This is an optimization exercise on Yosys and OpenROAD, whose aim is small area and a short achievable clock period, not a production implementation. Only simulation tests tie the RTL to the original design; equivalence was not proved. Power and IR drop assume default switching activity.

==> design/flow/design.v <==
`default_nettype none
package fairq_pkg;
   typedef logic [64-1:0]              data_word_t;
   typedef logic [8-1:0]              ctrl_t;
   typedef logic [$clog2(8)-1:0]      queue_idx_t;
   typedef logic [8-1:0]              queue_mask_t;
   typedef logic [19-1:0]         sram_addr_t;
   typedef logic [15:0]                            flow_count_t;
   typedef logic [15:0]                            share_t;
   typedef logic [15:0]                            window_t;
   typedef enum logic [8:0] {
      CTRL_WORD = 9'b0_0000_0001,
      WORD_1    = 9'b0_0000_0010,
      WORD_2    = 9'b0_0000_0100,
      WORD_3    = 9'b0_0000_1000,
      WORD_4    = 9'b0_0001_0000,
      WORD_5    = 9'b0_0010_0000,
      WORD_6    = 9'b0_0100_0000,
      WORD_7    = 9'b0_1000_0000,
      WAIT_EOP  = 9'b1_0000_0000
   } parse_state_t;
   function automatic window_t ones_add(input window_t a, input window_t b);
      logic [16:0] sum;
      sum = {1'b0, a} + {1'b0, b};
      ones_add = sum[15:0] + {15'b0, sum[16]};
   endfunction
endpackage
`default_nettype wire
`timescale 1ns/1ps
`default_nettype none
module fairq_header_parser (
   input  logic                    clk,
   input  logic                    reset,
   input  logic                    in_wr,
   input  fairq_pkg::ctrl_t        in_ctrl,
   input  fairq_pkg::data_word_t   in_data,
   output logic                    ev_open,
   output logic                    ev_close,
   output fairq_pkg::queue_idx_t   dst_queue,
   output logic                    header_word,
   output logic                    rewrite_word,
   output fairq_pkg::queue_idx_t   src_queue
);
   localparam logic [3:0] S_CTRL = 4'd0;
   localparam logic [3:0] S_W1   = 4'd1;
   localparam logic [3:0] S_W2   = 4'd2;
   localparam logic [3:0] S_W3   = 4'd3;
   localparam logic [3:0] S_W4   = 4'd4;
   localparam logic [3:0] S_W5   = 4'd5;
   localparam logic [3:0] S_W6   = 4'd6;
   localparam logic [3:0] S_W7   = 4'd7;
   localparam logic [3:0] S_EOP  = 4'd8;
   logic [3:0]    state;
   logic [3:0]    state_next;
   logic          single_dest;
   logic          web_port;
   logic          word_6_seen;
   logic          hdr_single;
   logic [15:0]   ether_type;
   logic [7:0]    ip_proto;
   logic [15:0]   tcp_src_port;
   logic [15:0]   tcp_dst_port;
   logic          tcp_fin;
   logic          tcp_syn;
   logic          tcp_rst;
   logic          tcp_ack;
   assign ether_type   = in_data[31:16];
   assign ip_proto     = in_data[7:0];
   assign tcp_src_port = in_data[47:32];
   assign tcp_dst_port = in_data[31:16];
   assign tcp_fin      = in_data[0];
   assign tcp_syn      = in_data[1];
   assign tcp_rst      = in_data[2];
   assign tcp_ack      = in_data[4];
   assign web_port = (tcp_src_port == 16'd80) || (tcp_src_port == 16'd5001) ||
                     (tcp_dst_port == 16'd80) || (tcp_dst_port == 16'd5001);
   assign hdr_single = (in_data[7:0] != 8'd0) &&
                       ((in_data[7:0] & (in_data[7:0] - 8'd1)) == 8'd0);
   assign header_word = in_wr && (state == S_CTRL) && (in_ctrl == 8'hFF);
   always_comb begin
      state_next = state;
      if (in_wr) begin
         case (state)
            S_CTRL: if (in_ctrl == 8'hFF) state_next = S_W1;
            S_W1:   state_next = S_W2;
            S_W2:   state_next = (ether_type == 16'h0800) ? S_W3 : S_EOP;
            S_W3:   state_next = (ip_proto == 8'd6) ? S_W4 : S_EOP;
            S_W4:   state_next = S_W5;
            S_W5:   state_next = web_port ? S_W6 : S_EOP;
            S_W6:   state_next = (tcp_ack && !tcp_syn && !tcp_fin && !tcp_rst) ? S_W7 : S_EOP;
            default: state_next = S_EOP;
         endcase
         if (state != S_CTRL && in_ctrl != 8'd0) state_next = S_CTRL;
      end
   end
   always_ff @(posedge clk) begin
      if (reset) state <= S_CTRL;
      else       state <= state_next;
   end
   always_ff @(posedge clk) begin
      if (header_word) begin
         src_queue   <= in_data[16 +: 3];
         single_dest <= hdr_single;
         dst_queue   <= {|(in_data[7:0] & 8'b1111_0000),
                         |(in_data[7:0] & 8'b1100_1100),
                         |(in_data[7:0] & 8'b1010_1010)};
      end
   end
   assign word_6_seen = in_wr && (state == S_W6) && single_dest;
   assign ev_open  = word_6_seen && tcp_syn && tcp_ack;
   assign ev_close = word_6_seen && tcp_fin;
   assign rewrite_word = in_wr && (state == S_W7);
endmodule
`default_nettype wire
`timescale 1ns/1ps
`default_nettype none
module fairq_queue_lane (
   input  logic                   clk,
   input  logic                   reset,
   input  logic                   cap_en,
   input  logic [16:0]            cap_bus,
   input  logic                   open_en,
   input  fairq_pkg::flow_count_t open_bus,
   input  logic                   diff_en,
   input  fairq_pkg::flow_count_t diff_bus,
   input  logic                   set_live,
   output logic                   live,
   output logic [16:0]            cap4,
   output fairq_pkg::flow_count_t open_count,
   output fairq_pkg::flow_count_t flow_diff
);
   always_ff @(posedge clk) begin
      if (cap_en)  cap4       <= cap_bus;
      if (open_en) open_count <= open_bus;
      if (diff_en) flow_diff  <= diff_bus;
   end
   always_ff @(posedge clk) begin
      if (reset)         live <= 1'b0;
      else if (set_live) live <= 1'b1;
   end
endmodule
module fairq_step #(
   parameter int W = 16
) (
   input  logic [W-1:0] x,
   input  logic         down,
   output logic [W-1:0] y
);
   logic [W-1:0] t;
   assign t = down ? ~x : x;
   assign y[0] = ~x[0];
   for (genvar i = 1; i < W; i++) begin : g_bit
      assign y[i] = x[i] ^ (&t[i-1:0]);
   end
endmodule
`default_nettype wire
`timescale 1ns/1ps
`default_nettype none
module fairq_sub #(
   parameter int W = 17
) (
   input  logic [W-1:0] a,
   input  logic [W-1:0] b,
   output logic [W-1:0] d,
   output logic         ge
);
   localparam int L = $clog2(W);
   logic [W-1:0] x;
   logic [W-1:0] g [L+1];
   logic [W-1:0] p [L+1];
   assign x    = ~(a ^ b);
   assign g[0] = {a[W-1:1] & ~b[W-1:1], a[0] | ~b[0]};
   assign p[0] = x;
   for (genvar l = 0; l < L; l++) begin : g_level
      for (genvar i = 0; i < W; i++) begin : g_bit
         if (i >= (1 << l)) begin : g_join
            assign g[l+1][i] = g[l][i] | (p[l][i] & g[l][i-(1<<l)]);
            assign p[l+1][i] = p[l][i] & p[l][i-(1<<l)];
         end else begin : g_pass
            assign g[l+1][i] = g[l][i];
            assign p[l+1][i] = p[l][i];
         end
      end
   end
   assign d  = x ^ {g[L][W-2:0], 1'b1};
   assign ge = g[L][W-1];
endmodule
module fairq_eac_carry (
   input  logic [15:0] a,
   input  logic [15:0] b,
   output logic [15:0] c
);
   logic [15:0] g [5];
   logic [15:0] p [5];
   assign g[0] = a & b;
   assign p[0] = a | b;
   for (genvar l = 0; l < 4; l++) begin : g_level
      for (genvar i = 0; i < 16; i++) begin : g_bit
         assign g[l+1][i] = g[l][i] | (p[l][i] & g[l][(i+16-(1<<l))%16]);
         if (l < 3) begin : g_prop
            assign p[l+1][i] = p[l][i] & p[l][(i+16-(1<<l))%16];
         end else begin : g_noprop
            assign p[l+1][i] = 1'b0;
         end
      end
   end
   assign c = {g[4][14:0], g[4][15]};
endmodule
module fairq_window_rewriter (
   input  logic                    clk,
   input  logic                    reset,
   input  logic                    clear,
   input  logic                    in_wr,
   input  fairq_pkg::ctrl_t        in_ctrl,
   input  fairq_pkg::data_word_t   in_data,
   input  logic                    rewrite_word,
   input  fairq_pkg::queue_idx_t   src_queue,
   input  logic                    port_free,
   output fairq_pkg::queue_idx_t   div_queue,
   output fairq_pkg::queue_idx_t   div_queue_next,
   input  logic                    port_live,
   input  logic [16:0]             port_cap4,
   input  fairq_pkg::flow_count_t  port_open,
   input  fairq_pkg::flow_count_t  port_diff,
   output logic                    out_wr,
   output fairq_pkg::ctrl_t        out_ctrl,
   output fairq_pkg::data_word_t   out_data
);
   localparam logic [3:0] LAST = 4'd15;
   logic [3:0]    step_count;
   logic [15:0]   divisor;
   logic [15:0]   remainder;
   logic [12:0]   quotient;
   logic          live_s;
   logic          sat;
   logic          open_ge;
   logic [15:0]   unused_open_d;
   logic          diff_ok;
   logic [3:0]    cap_top;
   logic [16:0]   part;
   logic [16:0]   dif;
   logic          ge;
   logic          sat_lo;
   logic [3:0]    unused_sat_d;
   logic [12:0]   code;
   fairq_sub #(.W(16)) u_flows (
      .a  (remainder),
      .b  (divisor),
      .d  (unused_open_d),
      .ge (open_ge)
   );
   assign diff_ok = (divisor != 16'd0) && open_ge;
   fairq_sub #(.W(4)) u_sat (
      .a  (remainder[3:0]),
      .b  (divisor[3:0]),
      .d  (unused_sat_d),
      .ge (sat_lo)
   );
   assign part = {remainder, quotient[12]};
   fairq_sub #(.W(17)) u_step (
      .a  (part),
      .b  ({1'b0, divisor}),
      .d  (dif),
      .ge (ge)
   );
   always_ff @(posedge clk) begin
      if (reset || clear) begin
         step_count <= 4'd0;
      end else if (step_count == 4'd0) begin
         if (port_free) step_count <= 4'd1;
      end else if (step_count == LAST) begin
         step_count <= 4'd0;
      end else begin
         step_count <= step_count + 4'd1;
      end
   end
   assign div_queue_next = reset ? 3'd0 :
                           (step_count == LAST) ? div_queue + 3'd1 : div_queue;
   always_ff @(posedge clk) begin
      div_queue <= div_queue_next;
   end
   always_ff @(posedge clk) begin
      if (step_count == 4'd0) begin
         live_s    <= port_live;
         divisor   <= port_diff;
         remainder <= port_open;
         cap_top   <= port_cap4[16:13];
         quotient  <= port_cap4[12:0];
      end else if (step_count == 4'd1) begin
         if (!diff_ok) divisor <= 16'd1;
         remainder <= {12'd0, cap_top};
      end else if (step_count != LAST) begin
         if (step_count == 4'd2)
            sat <= (divisor[15:4] == 12'd0) && sat_lo;
         remainder <= ge ? dif[15:0] : part[15:0];
         quotient  <= {quotient[11:0], ge};
      end
   end
   always_comb begin
      if (!live_s)                     code = 13'd0;
      else if (sat)                    code = 13'd1;
      else if (quotient[12:8] == 5'd0) code = 13'h100;
      else                             code = quotient;
   end
   logic [12:0]   win_code [8];
   logic [12:0]   code_bus;
   logic [12:0]   src_code;
   assign code_bus = clear ? 13'd0 : code;
   for (genvar q = 0; q < 8; q++) begin : g_code
      always_ff @(posedge clk) begin
         if (clear || (step_count == LAST && div_queue == 3'(q)))
            win_code[q] <= code_bus;
      end
   end
   assign src_code = win_code[src_queue];
   logic                  has_share;
   fairq_pkg::window_t    new_window;
   always_ff @(posedge clk) begin
      has_share    <= (src_code != 13'd0);
      new_window   <= (src_code[12:8] == 5'd0) ? 16'hFFFF : {src_code, 3'b000};
   end
   fairq_pkg::window_t    old_window;
   fairq_pkg::window_t    old_checksum;
   fairq_pkg::window_t    csa_sum;
   fairq_pkg::window_t    csa_carry;
   assign old_window   = in_data[63:48];
   assign old_checksum = in_data[47:32];
   logic [15:0]           csa_rot;
   logic [15:0]           ck_carry;
   logic [15:0]           ck_half;
   logic                  rewrite;
   fairq_pkg::window_t    ck_part;
   fairq_pkg::window_t    ck_carry_r;
   assign csa_sum   = old_window ^ (old_checksum ^ new_window);
   assign csa_carry = (~old_window & ~old_checksum) | (~old_window & new_window) |
                      (~old_checksum & new_window);
   assign csa_rot   = {csa_carry[14:0], csa_carry[15]};
   fairq_eac_carry u_ck (
      .a (csa_sum),
      .b (csa_rot),
      .c (ck_carry)
   );
   assign ck_half = old_window ^ (old_checksum ^ (new_window ^ csa_rot));
   assign rewrite = rewrite_word && has_share;
   always_ff @(posedge clk) begin
      if (reset) out_wr <= 1'b0;
      else       out_wr <= in_wr;
   end
   fairq_pkg::window_t    out_window;
   logic [31:0]           out_low;
   always_ff @(posedge clk) begin
      out_ctrl   <= in_ctrl;
      out_window <= rewrite ? new_window : old_window;
      out_low    <= in_data[31:0];
      ck_part    <= rewrite ? ~ck_half : old_checksum;
      ck_carry_r <= rewrite ? ck_carry : 16'd0;
   end
   assign out_data = {out_window, ck_part ^ ck_carry_r, out_low};
endmodule
`default_nettype wire
`timescale 1ns/1ps
`default_nettype none
module fairq_top (
   input  logic                   clk,
   input  logic                   reset,
   input  logic                   in_wr,
   input  fairq_pkg::ctrl_t       in_ctrl,
   input  fairq_pkg::data_word_t  in_data,
   input  logic                   rd_dst_addr,
   input  fairq_pkg::queue_idx_t  dst_oq,
   input  fairq_pkg::sram_addr_t  dst_oq_high_addr,
   input  fairq_pkg::sram_addr_t  dst_oq_low_addr,
   output logic                   out_wr,
   output fairq_pkg::ctrl_t       out_ctrl,
   output fairq_pkg::data_word_t  out_data
);
   logic                      ev_open;
   logic                      ev_close;
   logic                      header_word;
   logic                      rewrite_word;
   fairq_pkg::queue_idx_t     src_queue;
   fairq_pkg::queue_idx_t     dst_queue;
   fairq_pkg::sram_addr_t     new_capacity;
   logic                      unused_cap_ge;
   logic                      clear;
   logic                      cfg_valid;
   fairq_pkg::queue_idx_t     cfg_queue;
   logic [16:0]               cfg_cap4;
   logic                      cfg_nz;
   logic [8-1:0] lane_live;
   logic [16:0]               lane_cap4  [8];
   fairq_pkg::flow_count_t    lane_open  [8];
   fairq_pkg::flow_count_t    lane_diff  [8];
   fairq_pkg::queue_idx_t     div_queue;
   fairq_pkg::queue_idx_t     div_queue_next;
   fairq_pkg::queue_idx_t     sel_next;
   fairq_pkg::queue_mask_t    sel_hot;
   logic                      a_next;
   logic                      b_next;
   fairq_pkg::queue_idx_t     b_queue_next;
   logic                      port_free;
   logic                      sel_live;
   logic [16:0]               sel_cap4;
   fairq_pkg::flow_count_t    sel_open;
   fairq_pkg::flow_count_t    sel_diff;
   logic                      a_open;
   logic                      b_open_early;
   logic                      b_close_early;
   logic                      b_open;
   logic                      b_close;
   fairq_pkg::queue_idx_t     b_queue;
   logic                      do_open;
   logic                      do_close;
   logic [16:0]               cap_bus;
   fairq_pkg::flow_count_t    open_bus;
   fairq_pkg::flow_count_t    diff_bus;
   fairq_pkg::flow_count_t    diff_next;
   fairq_header_parser u_parser (
      .clk           (clk),
      .reset         (reset),
      .in_wr         (in_wr),
      .in_ctrl       (in_ctrl),
      .in_data       (in_data),
      .ev_open       (ev_open),
      .ev_close      (ev_close),
      .dst_queue     (dst_queue),
      .header_word   (header_word),
      .rewrite_word  (rewrite_word),
      .src_queue     (src_queue)
   );
   always_ff @(posedge clk) begin
      if (reset) begin
         a_open        <= 1'b0;
         b_open_early  <= 1'b0;
         b_close_early <= 1'b0;
         b_open        <= 1'b0;
         b_close       <= 1'b0;
      end else begin
         a_open        <= ev_open;
         b_open_early  <= ev_open;
         b_close_early <= ev_close;
         b_open        <= b_open_early;
         b_close       <= b_close_early;
      end
   end
   assign b_queue_next = (ev_open || ev_close) ? dst_queue : b_queue;
   always_ff @(posedge clk) begin
      b_queue <= b_queue_next;
   end
   assign port_free = !(a_open || b_open || b_close);
   assign a_next    = ev_open && !reset;
   assign b_next    = b_open_early || b_close_early;
   always_comb begin
      if (a_next)      sel_next = src_queue;
      else if (b_next) sel_next = b_queue_next;
      else             sel_next = div_queue_next;
   end
   always_ff @(posedge clk) begin
      sel_hot <= 8'd1 << sel_next;
   end
   always_comb begin
      sel_live = 1'b0;
      sel_cap4 = '0;
      sel_open = '0;
      sel_diff = '0;
      for (int q = 0; q < 8; q++) begin
         sel_live = sel_live | (sel_hot[q] & lane_live[q]);
         sel_cap4 = sel_cap4 | ({17{sel_hot[q]}} & lane_cap4[q]);
         sel_open = sel_open | ({16{sel_hot[q]}} & lane_open[q]);
         sel_diff = sel_diff | ({16{sel_hot[q]}} & lane_diff[q]);
      end
   end
   assign do_open  = a_open || b_open;
   assign do_close = b_close;
   fairq_pkg::flow_count_t    open_p1;
   fairq_pkg::flow_count_t    diff_p1;
   fairq_pkg::flow_count_t    diff_m1;
   fairq_step #(.W(16)) u_open_p1 (.x(sel_open), .down(1'b0), .y(open_p1));
   fairq_step #(.W(16)) u_diff_p1 (.x(sel_diff), .down(1'b0), .y(diff_p1));
   fairq_step #(.W(16)) u_diff_m1 (.x(sel_diff), .down(1'b1), .y(diff_m1));
   always_comb begin
      if (do_open && do_close) diff_next = sel_diff;
      else if (do_open)        diff_next = diff_p1;
      else                     diff_next = diff_m1;
   end
   assign open_bus = clear ? 16'd0 : open_p1;
   assign diff_bus = clear ? 16'd0 : diff_next;
   fairq_sub #(.W(19)) u_cap (
      .a  (dst_oq_high_addr),
      .b  (dst_oq_low_addr),
      .d  (new_capacity),
      .ge (unused_cap_ge)
   );
   always_ff @(posedge clk) begin
      clear     <= reset;
      cfg_valid <= rd_dst_addr && !reset;
      cfg_queue <= dst_oq;
      cfg_cap4  <= new_capacity[18:2];
      cfg_nz    <= (dst_oq_high_addr != dst_oq_low_addr);
   end
   assign cap_bus = clear ? 17'd0 : cfg_cap4;
   for (genvar q = 0; q < 8; q++) begin : g_lane
      logic cap_hit, open_hit, close_hit;
      assign cap_hit   = cfg_valid && (cfg_queue == 3'(q));
      assign open_hit  = do_open && sel_hot[q];
      assign close_hit = do_close && sel_hot[q];
      fairq_queue_lane u_lane (
         .clk         (clk),
         .reset       (clear),
         .cap_en      (clear || cap_hit),
         .cap_bus     (cap_bus),
         .open_en     (clear || open_hit),
         .open_bus    (open_bus),
         .diff_en     (clear || open_hit || close_hit),
         .diff_bus    (diff_bus),
         .set_live    ((cap_hit && cfg_nz) || open_hit || close_hit),
         .live        (lane_live[q]),
         .cap4        (lane_cap4[q]),
         .open_count  (lane_open[q]),
         .flow_diff   (lane_diff[q])
      );
   end
   fairq_window_rewriter u_rewriter (
      .clk          (clk),
      .reset        (reset),
      .clear        (clear),
      .in_wr        (in_wr),
      .in_ctrl      (in_ctrl),
      .in_data      (in_data),
      .rewrite_word (rewrite_word),
      .src_queue    (src_queue),
      .port_free    (port_free),
      .div_queue    (div_queue),
      .div_queue_next (div_queue_next),
      .port_live    (sel_live),
      .port_cap4    (sel_cap4),
      .port_open    (sel_open),
      .port_diff    (sel_diff),
      .out_wr       (out_wr),
      .out_ctrl     (out_ctrl),
      .out_data     (out_data)
   );
endmodule
`default_nettype wire
==> design/flow/flow/run.sh <==
#!/bin/bash
# The standard layout (standard.sh, unchanged synthesis and steps) with two
# knobs the flow settings cannot reach: port buffers are buf_1 cells instead
# of the default delay cells, and timing repair aims for a larger setup slack.
# make's output goes to flow.log here; each ORFS step keeps its own log under
# orfs/logs/.
set -euo pipefail
export BUFFER_PORTS_ARGS="-buffer_cell sky130_fd_sc_hd__buf_1"
export SETUP_SLACK_MARGIN=6.0
bash standard.sh > flow.log 2>&1
==> design/flow/standard.sh <==
#!/bin/bash
# synth_recipe.tcl (not shown) runs the flow's synth.tcl, then flattens the netlist and writes it again
# the make line also repeats each setting of config.mk as NAME=value (left out here)
make -C /OpenROAD-flow-scripts/flow DESIGN_CONFIG=/design/flow/config.mk WORK_HOME=/design/flow/orfs CLKGATE_MAP_FILE= SYNTH_SCRIPT=/design/flow/synth_recipe.tcl "${@:-finish}"
==> design/flow/config.mk <==
export PLATFORM = sky130hd
export DESIGN_NAME = fairq_top
export DESIGN_NICKNAME = fairq_top
export VERILOG_FILES = /design/flow/design.v
export SDC_FILE = /design/flow/constraint.sdc
export NUM_CORES = 4
export LEC_CHECK = 0
export CAP_MARGIN = 20
export CORE_MARGIN = 2
export CORE_UTILIZATION = 40
export CTS_CLUSTER_DIAMETER = 180
export CTS_CLUSTER_SIZE = 26
export SLEW_MARGIN = 20
export TNS_END_PERCENT = 0
==> design/flow/constraint.sdc <==
create_clock -name core_clock -period 8.5 [get_ports {clk}]
set_input_delay 1.7000 -clock core_clock [delete_from_list [all_inputs] [get_ports {clk}]]
set_output_delay 1.7000 -clock core_clock [all_outputs]
set_load 0.01 [all_outputs]
==> results of run 1 <==
[sequential cells by signal, summed over array words and instances, names as in the netlist, 3 cells and up]
signal and count:
u_rewriter.out_low 32, u_rewriter.ck_part 16, u_rewriter.ck_carry_r 16, cfg_cap4 17
g_lane.u_lane.flow_diff 128, u_rewriter.out_window 16, g_lane.u_lane.live 8, u_rewriter.divisor 16
u_rewriter.cap_top 4, cfg_queue 3, u_rewriter.new_window 14, u_rewriter.remainder 16
g_lane.u_lane.cap4 136, u_rewriter.out_ctrl 8, u_parser.state 4, u_rewriter.quotient 13
g_lane.u_lane.open_count 128, u_rewriter.div_queue 3, u_rewriter.step_count 4, u_parser.dst_queue 3
sel_hot 8, b_queue 3, u_parser.src_queue 3, u_rewriter.win_code 104
[synth_stat cells (7+ instances only)]
master	instances	area, um2
a21o_1	48	360
a21oi_1	75	375
a221oi_1	41	359
a22o_1	31	272
a22oi_1	150	1130
a31oi_1	33	206
and2_1	26	163
and3_1	14	87.6
and4_1	16	140
buf_1	20	75.1
buf_2	14	70.1
buf_6	15	169
clkbuf_1	58	218
dfxtp_1	161	3220
edfxtp_1	554	16600
fa_1	17	340
ha_1	63	788
inv_1	114	428
maj3_1	11	110
mux2_2	12	135
mux2i_1	31	310
nand2_1	92	345
nand2b_1	11	68.8
nand3_1	31	155
nand4_1	35	219
nor2_1	157	589
nor2b_1	47	294
nor3_1	38	190
nor4_1	15	93.8
o21a_1	9	67.6
o21ai_0	70	350
o22ai_1	22	138
o31ai_1	7	52.6
or2_2	13	81.3
or3_1	11	68.8
xnor2_1	82	718
xor2_1	32	280
[final cells by class]
cell class / instances / area [um2]
flip-flops and latches: 715 / 19900
fillers: 6644 / 40800
clock buffers: 56 / 870
repair buffers: 252 / 1480
well taps: 969 / 1210
clock inverters: 2 / 36.3
inverters: 115 / 452
multi-input cells: 1341 / 9950
[per-layer routing]
metal  GRT usage [%]  vias up
li1                -     8951
met1            26.3     9800
met2            34.9      633
met3            1.58      103
met4            4.48        0
met5               0        -
[worst min path at each step]
stage,from,endpoint,slack (ns),depth (start not counted)
2_1_floorplan,b_close_early$_SDFF_PP0_,b_close$_SDFF_PP0_,0.44,1
3_3_place_gp,g_lane[2].u_lane.live$_SDFFE_PP0P_,g_lane[2].u_lane.live$_SDFFE_PP0P_,0.46,2
3_5_place_dp,g_lane[4].u_lane.live$_SDFFE_PP0P_,g_lane[4].u_lane.live$_SDFFE_PP0P_,0.47,2
4_1_cts,g_lane[4].u_lane.live$_SDFFE_PP0P_,g_lane[4].u_lane.live$_SDFFE_PP0P_,0.50,2
5_1_grt,g_lane[4].u_lane.live$_SDFFE_PP0P_,g_lane[4].u_lane.live$_SDFFE_PP0P_,0.52,2
6_report,b_queue[1]$_DFF_P_,b_queue[1]$_DFF_P_,0.49,1
[cell families (layout without fill, tap and decap cells)]
kind of cell | count (synthesis) | count (layout) | share of synthesized area, %
flops | 715 | 715 | 65.5
buf+inv | 223 | 425 | 3.20
fa+ha+maj | 91 | 91 | 4.09
compound gates | 551 | 551 | 12.8
simple gates | 533 | 533 | 9.09
xor+xnor | 114 | 114 | 3.29
mux | 52 | 52 | 1.99
[stage by stage]
stage / worst slack (ns) / utilization [%] / hold slack [ns] / total power, uW
floorplan: 5.01 / - / 0.439 / 5010
global placement: 4.52 / 42.7 / 0.463 / 5320
detailed placement: 4.48 / 42.7 / 0.471 / 5340
CTS: 5.37 / 44.8 / 0.499 / 7110
global route: 5.21 / 45.4 / 0.519 / 7410
finish: 5.35 / 45.4 / 0.495 / 7090
[cell usage in the layout, fill, tap and decap left out, drive strengths merged, types with 67 or more instances in the layout]
cell	n
clkbuf	67
inv	116
a22oi	154
xnor2	82
nand2	92
buf	240
nor2	157
edfxtp	554
o21ai	72
a21oi	75
dfxtp	161
[power groups by stage]
stage,Sequential [uW],Clock (uW),Combinational [uW]
2_1_floorplan,4260,0,756
3_3_place_gp,4300,0,1010
3_5_place_dp,4310,0,1030
4_1_cts,4230,1810,1060
5_1_grt,4260,1920,1220
6_report,4230,1770,1090
[timing repair]
| action | in CTS | in global routing |
|---|---|---|
| setup buffers | 26 | 11 |
| endpoints found under the hold margin | 0 | 0 |
| gates cloned | 1 | 4 |
| setup endpoints to repair | 691 | 598 |
| pin swaps | 23 | 28 |
| resized for setup | 112 | 64 |
==> out/qor.yml, run 1 <==
status:
  status: "complete, no violations"
sta:
  finalCriticalPeriod_ns: 3.15
  skew_ns: 0.0156
  tightest_slew_ns: 1.14
  max_freq_mhz: 317
  final_hold_viol_count: 0
  setup_viol: 0
  drv_slew: 0
  maxSlewHeadroom_pct: 24.2
  rsz0062_at_grt: "true"
  finalSetupTns_ns: 0
  period_share_pct: 37.1
worst_setup_path:
  ff2ff_setup_slack_ns: 5.37
  crit_arrival_ns: 3.68
  path_cells: "buf_2 > inv_1 > fa_2 > a21oi_1 > nor2_2 > maj3_1 > o21bai_2 > o41ai_2 > a2bb2oi_2 > o22ai_1"
  worstSetupEndpoint: "u_rewriter.ck_carry_r[1]$_SDFF_PN0_"
  cpLargestDelayFamily: "adder cells"
  slowest_stage: "fa_2"
  critPathKind: "in -> reg"
  cp_slowest_stage_delay_ns: 0.52
  worstPathRequired_ns: 9.02
  start_kind: "input pin"
  cp_max_fo: 5
  cp.depth: 10
  critical_path_buf_inv_count: 2
  timing.rr.start: "sel_hot[7]$_SDFF_PN0_"
  ff2ff_path_depth: 10
  crit_start: "in_data[53]"
  critPathCaptureType: "flop"
  reg2reg_to: "g_lane[1].u_lane.open_count[15]$_DFFE_PP_"
place:
  placed_area_um2: 31900
  port_buffers: 189
  dp_hpwl_mm: 49.5
  gp_congestion: 0.871
  dpl.cell_count: 3350
cells_and_area:
  finish.instance_area_um2: 33900
  drive_gt1_share_pct: 12.0
  fin_nets: 2653
  fin_cells: 3450
  diodes: 0
  syn_to_final_growth_pct: 11.8
logic_synthesis:
  postSynthAreaPerCell_um2: 13.3
  ys_ff_latch: 715
  mappedNetlistArea_um2: 30300
  async_flop_share_pct: 0
  yosysWarnings: 23
  yosysSeqAreaShare_pct: 65.5
  synth_cell_type_count: 79
  synth_cells: 2279
  ys.flop_type: "edfxtp_1"
  synth_edf_count: 554
  synthesis.nets: 2476
drt:
  dr.pass1.iters: 5
  drtIter0Drc: 1623
  top_layer: "met4"
  drc_errors: 0
  vias: 19500
  drt-vias-per-instance: 5.65
  routed-wl-met2_mm: 39.2
  wire_per_inst_um: 22.8
  wl_met1_mm: 33.3
  wl_met3_mm: 4.23
  postRouteAntennaNets: 0
  routed_wl_mm: 78.7
clock_network:
  clkLatencyLatePin_ns: 0.64
  cts_buffer_depth: 3
  cts_inserted_buffers: 31
  hold_buffers: 0
  clkTransAtPathRegs_ns: 0.11
  htreeDepth: 1
  clock_sink_count: 715
  cts_tree: "done"
  cts_root_buffer: "clkbuf_16"
pwr:
  pwr-share-seq_pct: 59.7
  p_comb_share_pct: 15.4
  intPower_uw: 5250
  p_per_area_nw_per_um2: 209
  p_leak_uw: 0.0122
  p_sw_uw: 1840
  p_clk_share_pct: 24.9
  swShare_pct: 26.0
  vdd_ir_drop_max_uv: 190
floorplanning:
  pin_count: 190
  die_area_um2: 78000
  die_h_um: 279
  start_util_pct: 40.6
  core-area_um2: 74700
  die_x_um: 279
  rows: 100
flow_run:
  drv_cap: 0
global_routing:
  grt_first_pass_wirelength_mm: 119
  antenna_found_initial: 3
  grt-ovfl-total: 0
  grt_usage_pct: 19.7
  grt_pass1_vias: 19400
  grt_max_degree: 54
worst_hold_path:
  holdCritPathClass: "reg -> reg"
==> run 2, diff against run 1 <==
--- a/design/flow/config.mk
+++ b/design/flow/config.mk
@@ -10,5 +10,6 @@
 export CORE_UTILIZATION = 40
 export CTS_CLUSTER_DIAMETER = 180
 export CTS_CLUSTER_SIZE = 26
+export PLACE_DENSITY = 0.45
 export SLEW_MARGIN = 20
 export TNS_END_PERCENT = 0
==> run 2 against run 1 <==
Net effect: highest routed layer unchanged; critical endpoint is now u_rewriter.ck_carry_r[12]$_SDFF_PN0_; core utilization up 0.66 points; power is 0.48% higher; largest power group unchanged; clock power barely moved; die area stayed put.
==> out/qor.yml, run 2 <==
status:
  status: "complete, no violations"
clock_network:
  clkTransAtPathRegs_ns: 0.11
  cts_tree: "done"
  hold_buffers: 0
  clkLatencyLatePin_ns: 0.64
  clock_sink_count: 715
  htreeDepth: 1
  cts_root_buffer: "clkbuf_16"
  cts_buffer_depth: 3
  cts_inserted_buffers: 31
sta:
  maxSlewHeadroom_pct: 23.9
  rsz0062_at_grt: "true"
  tightest_slew_ns: 1.14
  drv_slew: 0
  finalCriticalPeriod_ns: 3.14
  final_hold_viol_count: 0
  setup_viol: 0
  timing.final.ws_setup_ns: 5.36
  period_share_pct: 37.0
  skew_ns: 0.0205
  max_freq_mhz: 318
  finalSetupTns_ns: 0
place:
  port_buffers: 189
  place_ws_ns: 4.49
  gp_congestion: 0.809
  dpl.cell_count: 3366
  dp_hpwl_mm: 53.9
pwr:
  p_sw_uw: 1870
  pwr-share-seq_pct: 59.3
  p_leak_uw: 0.0124
  p_per_area_nw_per_um2: 207
  p_clk_share_pct: 25.0
  swShare_pct: 26.3
  vdd_ir_drop_max_uv: 167
  intPower_uw: 5250
  p_comb_share_pct: 15.7
floorplanning:
  die_h_um: 279
  start_util_pct: 40.6
  core-area_um2: 74700
  die_x_um: 279
  pin_count: 190
  rows: 100
  die_area_um2: 78000
logic_synthesis:
  postSynthAreaPerCell_um2: 13.3
  async_flop_share_pct: 0
  ys_top_cells_by_count: "edfxtp_1, dfxtp_1, nor2_1, a22oi_1, inv_1"
  synth_cell_type_count: 79
  synth_top_cell_by_area: "edfxtp_1"
  synthTopCellsByArea: "edfxtp_1, dfxtp_1, a22oi_1, ha_1, xnor2_1"
  ys_ff_latch: 715
  synth_top_area_share_pct: 54.9
  ys.flop_type: "edfxtp_1"
  synth_edf_count: 554
  yosysSeqAreaShare_pct: 65.5
  synth_cells: 2279
  mappedNetlistArea_um2: 30300
  synthesis.nets: 2476
  yosysWarnings: 23
  post-synth-top-count-cell: "edfxtp_1"
global_routing:
  grt_max_degree: 54
  antenna_found_initial: 0
  grt_usage_pct: 21.3
  grt-ovfl-total: 0
  grt_first_pass_wirelength_mm: 126
  grt_pass1_vias: 19700
worst_setup_path:
  reg2reg_to: "g_lane[1].u_lane.open_count[15]$_DFFE_PP_"
  path_cells: "buf_8 > inv_4 > fa_2 > nor2_2 > o21ai_2 > maj3_2 > maj3_2 > o21a_1 > o21ai_1 > a21oi_1"
  start_kind: "input pin"
  critPathKind: "in -> reg"
  cpMostUsedCell: "maj3_2"
  cp_slowest_stage_delay_ns: 0.51
  slowest_stage: "fa_2"
  timing.rr.start: "sel_hot[0]$_SDFF_PP0_"
  ff2ff_setup_slack_ns: 5.42
  cp_max_fo: 7
  crit_arrival_ns: 3.65
  worstPathRequired_ns: 9.01
  ff2ff_path_depth: 11
  critPathCaptureType: "flop"
worst_hold_path:
  worstHoldStart: "b_queue[1]$_DFF_P_"
  holdCritPathClass: "reg -> reg"
  min_to: "b_queue[1]$_DFF_P_"
  hold_depth: 1
drt:
  dr.pass1.iters: 5
  postRouteAntennaNets: 0
  vias: 19500
  wire_per_inst_um: 24.3
  drtIter0Drc: 1203
  routed_wl_mm: 85.0
  drc_errors: 0
  drt-vias-per-instance: 5.58
cells_and_area:
  largest-register: "g_lane.u_lane.cap4"
  fin_nets: 2696
  drive_gt1_share_pct: 13.5
  syn_to_final_growth_pct: 13.5
  diodes: 0
  largest_reg_flops: 136
  layout_common_cells: "edfxtp_1, buf_1, dfxtp_1, a22oi_1, nor2_1"
  reg_top3: "g_lane.u_lane.cap4 x136, g_lane.u_lane.flow_diff x128, g_lane.u_lane.open_count x128"
  fin_cells: 3492
  layout_commonest_cell: "edfxtp_1"
flow_run:
  drv_cap: 0
## run 2: cell count changes in the layout (fill, tap and decap cells not counted), sizes merged
cell | before | now
bufbuf | 1 | 3
clkinv | 1 | 2
clkinvlp | 0 | 3
inv | 116 | 112
buf | 240 | 280
## run 2: worst max path at each step
stage                                         from                              endpoint  slack (ns)  cells past startpoint
4_1_cts        u_rewriter.ck_carry_r[5]$_SDFF_PN0_                          out_data[37]        5.38                      2
3_3_place_gp                           in_data[48]  u_rewriter.ck_carry_r[12]$_SDFF_PN0_        4.51                     10
3_5_place_dp                           in_data[34]   u_rewriter.ck_carry_r[5]$_SDFF_PN0_        4.49                      9
5_1_grt                                in_data[49]  u_rewriter.ck_carry_r[12]$_SDFF_PN0_        5.31                     10
2_1_floorplan                          in_data[48]  u_rewriter.ck_carry_r[12]$_SDFF_PN0_        5.01                     10
6_report                               in_data[49]  u_rewriter.ck_carry_r[12]$_SDFF_PN0_        5.36                     10
## run 2: routing by layer
metal | wire length (um) | global-route usage (%) | up-vias
li1 | - | - | 9053
met1 | 37600 | 28.2 | 9998
met2 | 43500 | 38.8 | 369
met3 | 2810 | 1.62 | 57
met4 | 1140 | 3.05 | 0
met5 | 0 | 0 | -
## run 2: cell families after synthesis
| family | share of synthesized area [%] |
|---|---|
| flops | 65.5 |
| fa+ha+maj | 4.09 |
| mux | 1.99 |
| xor+xnor | 3.29 |
| compound gates | 12.8 |
| simple gates | 9.09 |
| buf+inv | 3.20 |
## run 2: timing repair
action,CTS,global route
pin swaps,18,40
setup buffers,21,39
endpoints found under the setup margin,718,727
gates cloned,5,4
gates resized for setup,101,102
## run 2: final cells by class
cell class                      count  area [um2]
Timing Repair inverter              1        5.00
Fill cell                        6790       40300
Clock buffer                       56         870
Tap cell                          969        1210
Inverter                          115         459
Multi-Input combinational cell   1341        9980
Clock inverter                      1        16.3
Timing Repair Buffer              294        1950
Sequential cell                   715       19900
## run 2: worst max-delay path: cells and delay by family
| kind | cells | cell delay [ns] |
|---|---|---|
| buf+inv | 2 | 0.15 |
| simple gates | 1 | 0.15 |
| compound gates | 4 | 0.49 |
| fa+ha+maj | 3 | 1.16 |
## run 2: power by group through the flow
| stage | Sequential, uW | Combinational (uW) | Clock, uW |
|---|---|---|---|
| global placement | 4300 | 1050 | 0 |
| global route | 4260 | 1240 | 1960 |
| floorplan | 4260 | 756 | 0 |
| finish | 4230 | 1120 | 1780 |
| CTS | 4230 | 1090 | 1840 |
| detailed placement | 4310 | 1060 | 0 |
## run 2: per-stage QoR
stage / area, um2 / utilization (%) / power (uW) / hold slack (ns)
global placement: 32000 / 42.9 / 5350 / 0.468
global route: 34400 / 46.0 / 7460 / 0.507
CTS: 33600 / 45.0 / 7160 / 0.491
floorplan: 30400 / - / 5010 / 0.439
finish: 34400 / 46.0 / 7130 / 0.487
detailed placement: 32000 / 42.9 / 5370 / 0.465
==> run 3, diff against run 2 <==
--- a/design/flow/flow/run.sh
+++ b/design/flow/flow/run.sh
@@ -6,5 +6,5 @@
 # orfs/logs/.
 set -euo pipefail
 export BUFFER_PORTS_ARGS="-buffer_cell sky130_fd_sc_hd__buf_1"
-export SETUP_SLACK_MARGIN=6.0
+export SETUP_SLACK_MARGIN=5
 bash standard.sh > flow.log 2>&1
--- a/design/flow/config.mk
+++ b/design/flow/config.mk
@@ -10,6 +10,5 @@
 export CORE_UTILIZATION = 40
 export CTS_CLUSTER_DIAMETER = 180
 export CTS_CLUSTER_SIZE = 26
-export PLACE_DENSITY = 0.45
 export SLEW_MARGIN = 20
 export TNS_END_PERCENT = 0
==> run 3 against run 2 <==
Net effect: critical endpoint is now g_lane[5].u_lane.flow_diff[13]$_DFFE_PP_; synthesized cell count unchanged; highest routed layer is now met5; sequential share of layout area is 2.4 points higher; fmax is 10% lower; combinational power decreased by 8%; still clean on timing, DRC and antenna; die area unchanged; global-route usage fell by 1.9 points; largest cell class unchanged; final area shrank 4.0%.
==> out/qor.yml, run 3 <==
worst_setup_path:
  critPathCaptureType: "flop"
  worstPathRequired_ns: 8.89
  critPathKind: "reg -> reg"
  crit_arrival_ns: 3.89
  cp_max_fo: 21
  ff2ff_path_depth: 8
  slowest_stage: "dfxtp_4"
  cp_slowest_stage_delay_ns: 0.57
  start_kind: "flop"
  path_cells: "buf_4 > a22oi_1 > and4_1 > or3_1 > nor4_2 > nand2_1 > o41ai_2 > mux2i_2"
clock_network:
  cts_root_buffer: "clkbuf_16"
  clock_sink_count: 715
  cts_inserted_buffers: 31
  cts_buffer_depth: 3
  clkLatencyLatePin_ns: 0.65
  htreeDepth: 1
  clkTransAtPathRegs_ns: 0.10
  cts_tree: "done"
floorplanning:
  die_area_um2: 78000
  die_x_um: 279
  rows: 100
  die_h_um: 279
  start_util_pct: 40.6
  core-area_um2: 74700
  pin_count: 190
status:
  status: "complete, no violations"
drt:
  vias: 19300
  drc_errors: 0
  routed_wl_mm: 76.7
  dr.pass1.iters: 6
  wire_per_inst_um: 22.5
  drt-vias-per-instance: 5.66
  drtIter0Drc: 1621
  postRouteAntennaNets: 0
place:
  place_ws_ns: 4.47
  port_buffers: 189
  gp_congestion: 0.860
  dp_hpwl_mm: 48.9
sta:
  period_share_pct: 41.2
  max_freq_mhz: 286
  drv_slew: 0
  final_hold_viol_count: 0
  finalSetupTns_ns: 0
  maxSlewHeadroom_pct: 20.7
  tightest_slew_ns: 1.19
  whs_ns: 0.483
  setup_viol: 0
  rsz0062_at_grt: "true"
  skew_ns: 0.0276
  finalCriticalPeriod_ns: 3.50
  timing.final.ws_setup_ns: 5.00
logic_synthesis:
  synth_cells: 2279
  yosysWarnings: 23
  post-synth-top-count-cell: "edfxtp_1"
  async_flop_share_pct: 0
  ys_ff_latch: 715
  synth_cell_type_count: 79
  yosysSeqAreaShare_pct: 65.5
  synthesis.nets: 2476
  synthTopCellsByArea: "edfxtp_1, dfxtp_1, a22oi_1, ha_1, xnor2_1"
  ys.flop_type: "edfxtp_1"
  synth_top_area_share_pct: 54.9
  synth_top_cell_by_area: "edfxtp_1"
  synth_edf_count: 554
  mappedNetlistArea_um2: 30300
  ys_top_cells_by_count: "edfxtp_1, dfxtp_1, nor2_1, a22oi_1, inv_1"
  postSynthAreaPerCell_um2: 13.3
cells_and_area:
  fillers: 6661
  layout_common_cells: "edfxtp_1, buf_1, nor2_1, dfxtp_1, a22oi_1"
  layout_commonest_cell: "edfxtp_1"
  fin_nets: 2617
  drive_gt1_share_pct: 5.64
  largest_reg_flops: 136
  largest-register: "g_lane.u_lane.cap4"
  reg_top3: "g_lane.u_lane.cap4 x136, g_lane.u_lane.flow_diff x128, g_lane.u_lane.open_count x128"
  diodes: 0
  final_core_util_pct: 44.2
  syn_to_final_growth_pct: 8.88
flow_run:
  drv_cap: 0
pwr:
  totalPowerFinal_uw: 7020
  p_per_area_nw_per_um2: 213
  vdd_ir_drop_max_uv: 166
  p_leak_uw: 0.0118
global_routing:
  grt_first_pass_wirelength_mm: 116
  antenna_found_initial: 4
  grt_max_degree: 49
  grt_pass1_vias: 19300
  grt_usage_pct: 19.3
  grt-ovfl-total: 0
worst_hold_path:
  hold_depth: 1
  holdCritPathClass: "reg -> reg"
run 3: cell counts after synthesis:
No cell type changed its count.
run 3: layout make-up:
| class | count | area [um2] | area share, % |
|---|---|---|---|
| flip-flops and latches | 715 | 19900 | 60.3 |
| clock buffers | 56 | 870 | 2.63 |
| inverters | 115 | 432 | 1.31 |
| well taps | 969 | 1210 | 3.67 |
| multi-input cells | 1341 | 9540 | 28.9 |
| clock inverters | 2 | 36.3 | 0.110 |
| repair buffers | 216 | 1030 | 3.12 |
run 3: where the power goes:
part / switching [uW] / internal (uW)
clock: 1060 / 707
sequential: 120 / 4100
combinational: 624 / 407
total: 1800 / 5220
run 3: logic make-up (layout without fill, tap and decap cells):
group                      count (synthesis)  after routing  share of synthesized area, %
AOI/OAI and AO/OA                        551            551                          12.8
muxes                                     52             52                          1.99
buffers and inverters                    223            389                          3.20
xor gates and xnor gates                 114            114                          3.29
DFF                                      715            715                          65.5
and+or+nand+nor                          533            533                          9.09
adders and majority gates                 91             91                          4.09
run 3: repair_timing:
action	4_1_cts	5_1_grt
endpoints found under the setup margin	72	67
resized for setup	21	1
buffers inserted	7	0
hold buffers	0	0
run 3: per-layer routing:
layer  vias up  GRT usage [%]  wire [um]
li1       8880              -          -
met1      9698           25.2      32000
met2       633           33.6      37900
met3       110           2.54       4440
met4         6           5.56       2270
met5         -              0         40
run 3: worst max-delay path, delay by kind of cell (launching register included):
| kind | cells | cell delay (ns) |
|---|---|---|
| compound gates | 2 | 0.50 |
| buf+inv | 1 | 0.42 |
| flops | 1 | 0.57 |
| mux | 1 | 0.47 |
| simple gates | 4 | 1.27 |
run 3: path summary, 6_finish.rpt:
kind | from | endpoint | slack [ns]
setup / recovery | sel_hot[2]$_SDFF_PP0_ | g_lane[5].u_lane.flow_diff[13]$_DFFE_PP_ | 5.00
hold / removal | b_queue[0]$_DFF_P_ | b_queue[0]$_DFF_P_ | 0.48
setup reg to reg | sel_hot[2]$_SDFF_PP0_ | g_lane[5].u_lane.flow_diff[13]$_DFFE_PP_ | 5.00
hold reg to reg | b_queue[0]$_DFF_P_ | b_queue[0]$_DFF_P_ | 0.48
run 3: metrics by stage:
| stage | cells | area (um2) |
|---|---|---|
| after floorplan | 2279 | 30300 |
| after global placement | 3349 | 31900 |
| after detailed placement | 3349 | 31900 |
| after CTS | 3414 | 33000 |
| after global routing | 3414 | 33000 |
| final | 3414 | 33000 |
==> run 4, diff against run 3 <==
--- a/design/flow/flow/run.sh
+++ b/design/flow/flow/run.sh
@@ -6,5 +6,5 @@
 # orfs/logs/.
 set -euo pipefail
 export BUFFER_PORTS_ARGS="-buffer_cell sky130_fd_sc_hd__buf_1"
-export SETUP_SLACK_MARGIN=5
+export SETUP_SLACK_MARGIN=5.5
 bash standard.sh > flow.log 2>&1
==> run 4 against run 3 <==
Net effect: clock skew is 0.010 ns lower; sequential share of layout area shrank 1.5 points; core utilization is 1.1 points higher; largest power group unchanged.
==> out/qor.yml, run 4 <==
sta:
  finalSetupTns_ns: 0
  final_hold_viol_count: 0
  tightest_slew_ns: 1.16
  max_freq_mhz: 319
  period_share_pct: 36.9
  skew_ns: 0.0174
  drv_slew: 0
  finalCriticalPeriod_ns: 3.14
  maxSlewHeadroom_pct: 22.8
  setup_viol: 0
  rsz0062_at_grt: "true"
floorplanning:
  die_h_um: 279
  start_util_pct: 40.6
  core-area_um2: 74700
  rows: 100
  pin_count: 190
  die_x_um: 279
  die_area_um2: 78000
pwr:
  p_per_area_nw_per_um2: 210
  p_clk_share_pct: 24.9
  p_sw_uw: 1850
  vdd_ir_drop_max_uv: 192
  pwr-share-seq_pct: 59.6
  p_comb_share_pct: 15.5
  swShare_pct: 26.0
  intPower_uw: 5250
  p_leak_uw: 0.0122
worst_setup_path:
  path_cells: "buf_12 > a22oi_1 > nand4_4 > or4_4 > nor4_4 > nand4_2 > mux2i_1 > mux2_4"
  cp_slowest_stage_delay_ns: 0.50
  critPathKind: "reg -> reg"
  slowest_stage: "or4_4"
  worstPathRequired_ns: 8.89
  critPathCaptureType: "flop"
  start_kind: "flop"
  cpLargestDelayFamily: "simple AND/OR/NAND/NOR gates"
  critical_path_buf_inv_count: 1
  cp_max_fo: 35
  crit_arrival_ns: 3.53
drt:
  dr.pass1.iters: 6
  drc_errors: 0
  routed_wl_mm: 78.5
  drtIter0Drc: 1610
  drt-vias-per-instance: 5.65
  wire_per_inst_um: 22.7
  vias: 19500
  postRouteAntennaNets: 0
cells_and_area:
  diodes: 0
  layout_common_cells: "edfxtp_1, buf_1, dfxtp_1, nor2_1, a22oi_1"
  final_core_util_pct: 45.3
  fillers: 6662
  largest-register: "g_lane.u_lane.cap4"
  area.sequential_um2: 19900
  fin_nets: 2655
  layout_commonest_cell: "edfxtp_1"
  reg_top3: "g_lane.u_lane.cap4 x136, g_lane.u_lane.flow_diff x128, g_lane.u_lane.open_count x128"
  largest_reg_flops: 136
  drive_gt1_share_pct: 12.2
  syn_to_final_growth_pct: 11.6
  multi_input_comb_area_um2: 9940
global_routing:
  grt_first_pass_wirelength_mm: 118
  antenna_found_initial: 3
  grt_max_degree: 54
  grt_usage_pct: 19.6
  grt-ovfl-total: 0
  grt_pass1_vias: 19300
clock_network:
  clkTransAtPathRegs_ns: 0.10
  cts_root_buffer: "clkbuf_16"
  clkLatencyLatePin_ns: 0.65
  clock_sink_count: 715
  cts_inserted_buffers: 31
  hold_buffers: 0
  cts_tree: "done"
  cts_buffer_depth: 3
  htreeDepth: 1
logic_synthesis:
  postSynthAreaPerCell_um2: 13.3
  synthesis.nets: 2476
  post-synth-top-count-cell: "edfxtp_1"
  synth_top_cell_by_area: "edfxtp_1"
  mappedNetlistArea_um2: 30300
  synth_cells: 2279
  async_flop_share_pct: 0
  synth_top_area_share_pct: 54.9
  yosysSeqAreaShare_pct: 65.5
  synth_edf_count: 554
  ys_top_cells_by_count: "edfxtp_1, dfxtp_1, nor2_1, a22oi_1, inv_1"
  synth_cell_type_count: 79
  yosysWarnings: 23
  ys.flop_type: "edfxtp_1"
  synthTopCellsByArea: "edfxtp_1, dfxtp_1, a22oi_1, ha_1, xnor2_1"
  ys_ff_latch: 715
worst_hold_path:
  holdCritPathClass: "reg -> reg"
status:
  status: "complete, no violations"
place:
  port_buffers: 189
  gp_congestion: 0.871
  dp_hpwl_mm: 49.5
flow_run:
  drv_cap: 0
-- run 4: worst reg2reg max path: stages (launching register included) --
cell	delay [ns]
dfxtp_4	0.39
buf_12	0.21
a22oi_1	0.32
nand4_4	0.25
or4_4	0.51
nor4_4	0.37
nand4_2	0.21
mux2i_1	0.26
mux2_4	0.37
-- run 4: what timing repair did --
action / in CTS / in global routing
gates resized for setup: 78 / 102
buffers inserted: 19 / 23
cloned: 1 / 1
endpoints found under the setup margin: 358 / 241
pin swaps: 14 / 44
-- run 4: through the flow --
step                      hold WS (ns)  instance area, um2  instances  setup slack, ns  total power (uW)
after floorplan                  0.439               30400       2279             5.01              5010
after global placement           0.463               31900       3350             4.52              5320
after detailed placement         0.471               31900       3350             4.48              5340
after CTS                        0.499               33300       3428             5.32              7090
after global routing             0.519               33800       3452             5.30              7410
final                            0.495               33800       3452             5.36              7100
-- run 4: final timing paths --
path | from | endpoint | slack [ns] | cells past startpoint
hold / removal | b_queue[1]$_DFF_P_ | b_queue[1]$_DFF_P_ | 0.49 | 1
setup reg to reg | sel_hot[6]$_SDFF_PN0_ | g_lane[1].u_lane.flow_diff[15]$_DFFE_PP_ | 5.36 | 8
setup / recovery | sel_hot[6]$_SDFF_PN0_ | g_lane[1].u_lane.flow_diff[15]$_DFFE_PP_ | 5.36 | 8
hold reg to reg | b_queue[1]$_DFF_P_ | b_queue[1]$_DFF_P_ | 0.49 | 1
-- run 4: cells by family (layout without fill, tap and decap cells) --
| family | count (synthesis) | after routing | synth area share (%) |
|---|---|---|---|
| buf+inv | 223 | 427 | 3.20 |
| compound gates | 551 | 551 | 12.8 |
| flops | 715 | 715 | 65.5 |
| xor+xnor | 114 | 114 | 3.29 |
| simple gates | 533 | 533 | 9.09 |
| fa+ha+maj | 91 | 91 | 4.09 |
| mux | 52 | 52 | 1.99 |
-- run 4: power groups by stage --
stage               registers [uW]  logic [uW]  clock network, uW
finish                        4230        1100               1770
global route                  4260        1220               1920
global placement              4300        1010                  0
detailed placement            4310        1030                  0
CTS                           4230        1050               1810
floorplan                     4260         756                  0
-- run 4: area by class of cell --
type,count,area share [%]
well taps,969,3.58
clock buffers,56,2.57
repair buffers,254,4.22
clock inverters,2,0.107
inverters,115,1.34
flip-flops and latches,715,58.8
multi-input cells,1341,29.4
-- run 4: per-layer routing --
metal  up-vias  GRT usage [%]  part of all wire [%]
met5         -              0                     0
met4         0           4.26                   2.3
met3       101           1.59                   5.2
met2       635           34.8                    50
met1      9818           26.2                    43
li1       8962              -                     -
==> run 5, diff against run 4 <==
--- a/design/flow/flow/run.sh
+++ b/design/flow/flow/run.sh
@@ -6,5 +6,5 @@
 # orfs/logs/.
 set -euo pipefail
 export BUFFER_PORTS_ARGS="-buffer_cell sky130_fd_sc_hd__buf_1"
-export SETUP_SLACK_MARGIN=5.5
+export SETUP_SLACK_MARGIN=6.0
 bash standard.sh > flow.log 2>&1
--- a/design/flow/config.mk
+++ b/design/flow/config.mk
@@ -7,8 +7,9 @@
 export LEC_CHECK = 0
 export CAP_MARGIN = 20
 export CORE_MARGIN = 2
-export CORE_UTILIZATION = 40
+export CORE_UTILIZATION = 55
 export CTS_CLUSTER_DIAMETER = 180
 export CTS_CLUSTER_SIZE = 26
+export PLACE_DENSITY = 0.8
 export SLEW_MARGIN = 20
 export TNS_END_PERCENT = 0
==> run 5 against run 4 <==
Net effect: still clean; final area down 0.52%; fmax about the same; worst setup slack worse by 0.0024 ns; largest power group unchanged.
==> out/qor.yml, run 5 <==
logic_synthesis:
  ys_ff_latch: 715
  ys_top_cells_by_count: "edfxtp_1, dfxtp_1, nor2_1, a22oi_1, inv_1"
  synth_cells: 2279
  ys.flop_type: "edfxtp_1"
  mappedNetlistArea_um2: 30300
  yosysWarnings: 23
  synth_top_cell_by_area: "edfxtp_1"
  yosysSeqAreaShare_pct: 65.5
  synthesis.nets: 2476
  synth_edf_count: 554
  synthTopCellsByArea: "edfxtp_1, dfxtp_1, a22oi_1, ha_1, xnor2_1"
  post-synth-top-count-cell: "edfxtp_1"
  postSynthAreaPerCell_um2: 13.3
  synth_cell_type_count: 79
  async_flop_share_pct: 0
  synth_top_area_share_pct: 54.9
floorplanning:
  start_util_pct: 55.3
  rows: 86
  die_h_um: 239
  die_area_um2: 57000
  pin_count: 190
  die_x_um: 239
  core-area_um2: 54800
global_routing:
  antenna_found_initial: 1
  grt_usage_pct: 26.3
  grt-ovfl-total: 0
  grt_first_pass_wirelength_mm: 115
  grt_max_degree: 73
  grt_pass1_vias: 19800
drt:
  routed_wl_mm: 76.7
  top_layer: "met4"
  wl_met3_mm: 5.81
  dr.pass1.iters: 8
  drtIter0Drc: 2074
  postRouteAntennaNets: 0
  vias: 20000
  wl_met1_mm: 29.8
  routed-wl-met2_mm: 38.0
  drt-vias-per-instance: 6.28
  wire_per_inst_um: 24.0
  drc_errors: 0
sta:
  final_hold_viol_count: 0
  finalSetupTns_ns: 0
  rsz0062_at_grt: "true"
  tightest_slew_ns: 1.15
  setup_viol: 0
  period_share_pct: 37.0
  maxSlewHeadroom_pct: 22.5
  max_freq_mhz: 318
  whs_ns: 0.487
  drv_slew: 0
  finalCriticalPeriod_ns: 3.14
  skew_ns: 0.0171
clock_network:
  clkLatencyLatePin_ns: 0.65
  clock_sink_count: 715
  cts_buffer_depth: 3
  htreeDepth: 1
  cts_inserted_buffers: 31
  hold_buffers: 0
  clkTransAtPathRegs_ns: 0.11
  cts_tree: "done"
  cts_root_buffer: "clkbuf_16"
worst_setup_path:
  critPathCaptureType: "flop"
  cp_max_fo: 7
  ff2ff_setup_slack_ns: 5.41
  worstPathRequired_ns: 9.09
  ff2ff_path_depth: 8
  critPathKind: "in -> reg"
  reg2reg_to: "g_lane[2].u_lane.flow_diff[15]$_DFFE_PP_"
  timing.rr.start: "sel_hot[4]$_SDFF_PN0_"
  crit_arrival_ns: 3.73
  start_kind: "input pin"
pwr:
  vdd_ir_drop_max_uv: 166
  p_per_area_nw_per_um2: 212
  p_leak_uw: 0.0122
cells_and_area:
  layout_commonest_cell: "edfxtp_1"
  syn_to_final_growth_pct: 11.0
  drive_gt1_share_pct: 11.8
  largest_reg_flops: 136
  layout_common_cells: "edfxtp_1, buf_1, a22oi_1, nor2_1, dfxtp_1"
  fin_nets: 2660
  reg_top3: "g_lane.u_lane.cap4 x136, g_lane.u_lane.flow_diff x128, g_lane.u_lane.open_count x128"
  finish.instance_area_um2: 33700
  final_core_util_pct: 61.4
  fillers: 4027
  largest-register: "g_lane.u_lane.cap4"
place:
  dp_hpwl_mm: 46.3
  gp_congestion: 0.907
  port_buffers: 189
  placed_area_um2: 31600
flow_run:
  drv_cap: 0
worst_hold_path:
  min_to: "b_queue[0]$_DFF_P_"
  hold_depth: 1
  worstHoldStart: "b_queue[0]$_DFF_P_"
  holdCritPathClass: "reg -> reg"
status:
  status: "complete, no violations"
[run 5: cell counts after synthesis]
Identical to the previous run, type by type.
[run 5: how the worst max path moves through the flow]
stage                                         from                                    to  slack, ns
2_1_floorplan                          in_data[48]  u_rewriter.ck_carry_r[12]$_SDFF_PN0_       5.01
3_3_place_gp                           in_data[50]   u_rewriter.ck_carry_r[5]$_SDFF_PN0_       4.56
3_5_place_dp                           in_data[50]   u_rewriter.ck_carry_r[5]$_SDFF_PN0_       4.52
4_1_cts              u_rewriter.ck_part[7]$_DFF_P_                          out_data[39]       5.37
5_1_grt        u_rewriter.divisor[1]$_SDFFCE_PN0P_     u_rewriter.remainder[9]$_DFFE_PP_       5.26
6_report                               in_data[39]  u_rewriter.ck_carry_r[12]$_SDFF_PN0_       5.36
[run 5: final cells by class]
cell class	instances	area [um2]	area share, %
clock buffer	56	870	2.58
multi-input combinational	1341	9940	29.5
antenna	1	2.50	0.00744
inverter	115	454	1.35
sequential	715	19900	59.1
clock inverter	2	36.3	0.108
timing repair buffer	259	1570	4.67
tap	704	881	2.62
[run 5: where the power goes]
group          total [uW]  internal (uW)  switching (uW)  leakage (uW)
logic                1160            478             682       0.00483
registers            4230           4100             126       0.00696
clock network        1760            707            1050      0.000429
total                7150           5290            1860        0.0122
[run 5: critical path: stages]
cell     delay [ns]
buf_1          0.23
inv_1          0.15
fa_2           0.68
nor2_2         0.13
nor3_1         0.43
o21a_1         0.19
o21ai_1        0.06
a21oi_1        0.15
[run 5: logic make-up after synthesis]
kind of cell               Yosys count  share of synthesized area (%)
AOI/OAI and AO/OA                  551                           12.8
xor gates and xnor gates           114                           3.29
adders and majority gates           91                           4.09
buffers and inverters              223                           3.20
DFF                                715                           65.5
muxes                               52                           1.99
and+or+nand+nor                    533                           9.09
[run 5: timing repair]
item                       CTS  global route
pin swaps                    8            36
gates resized for setup     65           101
setup endpoints to repair  754           743
cloned                       2             3
buffers inserted            22            29
[run 5: layer usage]
metal,track usage [%],vias to the layer above
li1,-,8979
met1,34.2,9895
met3,2.83,207
met4,10.2,0
met5,0,-
met2,45.5,963
[run 5: metrics by stage]
stage / worst slack [ns] / total power [uW] / std cells
floorplan: 5.01 / 5010 / 2279
global placement: 4.56 / 5270 / 3078
detailed placement: 4.52 / 5330 / 3078
CTS: 5.37 / 7060 / 3160
global route: 5.26 / 7430 / 3192
finish: 5.36 / 7150 / 3193
==> run 6, diff against run 5 <==
==> design/flow/config.mk (replaced) <==
export PLATFORM = sky130hd
export DESIGN_NAME = fairq_top
export DESIGN_NICKNAME = fairq_top
export VERILOG_FILES = /design/flow/design.v
export SDC_FILE = /design/flow/constraint.sdc
export NUM_CORES = 4
export LEC_CHECK = 0
export CAP_MARGIN = 5
export CORE_MARGIN = 2
export CORE_UTILIZATION = 40
export CTS_CLUSTER_DIAMETER = 180
export CTS_CLUSTER_SIZE = 26
export SLEW_MARGIN = 5
export TNS_END_PERCENT = 0
==> run 6 against run 5 <==
Net effect: power is 0.76% lower; sequential share of layout area is 0.42 points lower; core utilization is 16 points lower; wire length is 2.8% higher; synthesized cell count stayed put; clock-buffer cell count stayed put; sequential cell count stayed put; non-clock buffer count is 7 lower; critical path type unchanged; register-to-register slack worse by 0.04 ns; first-iteration DRC count is 21% lower; area after synthesis stayed put; still clean on timing, DRC and antenna; worst setup slack worse by 0.0066 ns.
==> out/qor.yml, run 6 <==
status:
  status: "complete, no violations"
logic_synthesis:
  synth_edf_count: 554
  ys_top_cells_by_count: "edfxtp_1, dfxtp_1, nor2_1, a22oi_1, inv_1"
  synth_cells: 2279
  synthTopCellsByArea: "edfxtp_1, dfxtp_1, a22oi_1, ha_1, xnor2_1"
  async_flop_share_pct: 0
  yosysWarnings: 23
  synth_cell_type_count: 79
  postSynthAreaPerCell_um2: 13.3
  ys_ff_latch: 715
  yosysSeqAreaShare_pct: 65.5
  synth_top_cell_by_area: "edfxtp_1"
  ys.flop_type: "edfxtp_1"
  mappedNetlistArea_um2: 30300
  synthesis.nets: 2476
  synth_top_area_share_pct: 54.9
  post-synth-top-count-cell: "edfxtp_1"
drt:
  vias: 19500
  drc_errors: 0
  dr.pass1.iters: 5
  drt-vias-per-instance: 5.66
  routed_wl_mm: 78.8
  postRouteAntennaNets: 0
  drtIter0Drc: 1646
  wire_per_inst_um: 22.8
place:
  gp_congestion: 0.871
  dpl.cell_count: 3350
  placed_area_um2: 31900
  port_buffers: 189
  dp_hpwl_mm: 49.5
worst_setup_path:
  crit_arrival_ns: 3.66
  start_kind: "input pin"
  worstPathRequired_ns: 9.02
  critPathKind: "in -> reg"
  critPathCaptureType: "flop"
  crit_start: "in_data[33]"
  slowest_stage: "fa_2"
  cp_max_fo: 7
  timing.rr.start: "sel_hot[0]$_SDFF_PP0_"
  path_cells: "clkbuf_2 > inv_4 > fa_2 > nor2_1 > o21ai_2 > maj3_2 > maj3_2 > o21a_1 > o21ai_2 > a21oi_1"
  cp_slowest_stage_delay_ns: 0.53
pwr:
  totalPowerFinal_uw: 7090
  p_leak_uw: 0.0122
  vdd_ir_drop_max_uv: 189
  p_per_area_nw_per_um2: 209
global_routing:
  grt-ovfl-total: 0
  antenna_found_initial: 3
  grt_usage_pct: 19.7
  grt_first_pass_wirelength_mm: 119
  grt_max_degree: 54
  grt_pass1_vias: 19400
clock_network:
  cts_root_buffer: "clkbuf_16"
  clkLatencyLatePin_ns: 0.65
  cts_tree: "done"
  htreeDepth: 1
  cts_inserted_buffers: 31
  clock_sink_count: 715
  hold_buffers: 0
  clkTransAtPathRegs_ns: 0.10
  cts_buffer_depth: 3
worst_hold_path:
  worstHoldStart: "b_queue[1]$_DFF_P_"
  holdCritPathClass: "reg -> reg"
cells_and_area:
  syn_to_final_growth_pct: 11.8
  largest-register: "g_lane.u_lane.cap4"
  fin_cells: 3450
  layout_common_cells: "edfxtp_1, buf_1, nor2_1, dfxtp_1, a22oi_1"
  layout_commonest_cell: "edfxtp_1"
  largest_reg_flops: 136
  reg_top3: "g_lane.u_lane.cap4 x136, g_lane.u_lane.flow_diff x128, g_lane.u_lane.open_count x128"
  finish.instance_area_um2: 33900
  drive_gt1_share_pct: 11.8
  fin_nets: 2653
  diodes: 0
floorplanning:
  die_x_um: 279
  rows: 100
  pin_count: 190
  die_h_um: 279
  core-area_um2: 74700
  die_area_um2: 78000
  start_util_pct: 40.6
sta:
  max_freq_mhz: 318
  final_hold_viol_count: 0
  maxSlewHeadroom_pct: 17.1
  drv_slew: 0
  skew_ns: 0.0183
  tightest_slew_ns: 1.24
  setup_viol: 0
  finalSetupTns_ns: 0
  period_share_pct: 37.0
  finalCriticalPeriod_ns: 3.15
  rsz0062_at_grt: "true"
flow_run:
  drv_cap: 0
## run 6: cell families after synthesis
family | synth area share, %
AO/OA/AOI/OAI | 12.8
XOR/XNOR | 3.29
adder cells (fa/ha/maj) | 4.09
buffers and inverters | 3.20
flip-flops | 65.5
multiplexers | 1.99
AND/OR/NAND/NOR | 9.09
## run 6: critical path, delay by kind of cell
family                   cells  cell delay (ns)
buffers and inverters        2             0.17
AO/OA/AOI/OAI                4             0.46
adder cells (fa/ha/maj)      3             1.18
AND/OR/NAND/NOR              1             0.16
## run 6: area by class of cell
type / instances / area (um2)
Timing Repair Buffer: 252 / 1480
Clock buffer: 56 / 870
Multi-Input combinational cell: 1341 / 9940
Inverter: 115 / 452
Tap cell: 969 / 1210
Clock inverter: 2 / 36.3
Sequential cell: 715 / 19900
Fill cell: 6647 / 40800
## run 6: power by group
group,total [uW],switching [uW],internal [uW]
Clock,1770,1060,708
Combinational,1090,652,441
Sequential,4230,129,4100
## run 6: what timing repair did
| action | CTS | global route |
|---|---|---|
| setup endpoints to repair | 691 | 598 |
| cloned | 1 | 4 |
| gates resized for setup | 112 | 64 |
| pin swaps | 23 | 28 |
| setup buffers | 26 | 11 |
## run 6: layer usage
layer,vias up,global-route usage [%],routed length (um)
met4,0,4.48,1920
li1,8950,-,-
met1,9817,26.3,33500
met3,100,1.58,4150
met5,-,0,0
met2,651,34.9,39200
## run 6: final timing paths
check | endpoint | slack, ns | cells after the start
worst max-delay path | u_rewriter.ck_carry_r[12]$_SDFF_PN0_ | 5.35 | 10
worst min-delay path | b_queue[1]$_DFF_P_ | 0.49 | 1
worst max register to register | g_lane[1].u_lane.flow_diff[15]$_DFFE_PP_ | 5.37 | 8
worst min register to register | b_queue[1]$_DFF_P_ | 0.49 | 1
## run 6: metrics by stage
step           hold WS [ns]  worst slack (ns)  util (%)
6_report              0.495              5.35      45.4
5_1_grt               0.519              5.21      45.4
4_1_cts               0.499              5.37      44.8
2_1_floorplan         0.439              5.01         -
3_5_place_dp          0.471              4.48      42.7
3_3_place_gp          0.463              4.52      42.7

[what the ideal ports hide]
How much do the figures lean on ideal ports? The routed layouts below were timed once more, with nothing changed but the port constraints.
Step 1 assumes that a clkbuf_16 drives the clock port and a buf_2 every other input.
Step 2 moves the port delays by t, midway between the first and last clock arrival at a register: inputs arrive t later, outputs are due t later. That takes back most of the time a late clock gives input paths.
Slacks: no drivers / after step 1 / after step 2; pairs: no drivers / after step 1.
| run | shift t [ns] | setup slack, ns | clock arrival spread, ns | cell pins on the clock port's net |
|---|---|---|---|---|
| run 1 | 0.702 | 5.347 / 5.348 / 4.690 | 0.019 / 0.020 | 1 |
| run 2 | 0.693 | 5.356 / 5.374 / 4.687 | 0.028 / 0.028 | 1 |
| run 3 | 0.693 | 4.999 / 4.999 / 4.464 | 0.039 / 0.039 | 1 |
| run 4 | 0.704 | 5.360 / 5.311 / 4.691 | 0.023 / 0.024 | 1 |
| run 5 | 0.698 | 5.358 / 5.354 / 4.662 | 0.019 / 0.019 | 1 |
| run 6 | 0.704 | 5.351 / 5.347 / 4.688 | 0.021 / 0.020 | 1 |
After both steps setup and hold are still met in every run listed. The setup slack of run 5, which loses most, moves by -0.004 ns with the drivers and by -0.696 ns with both steps.
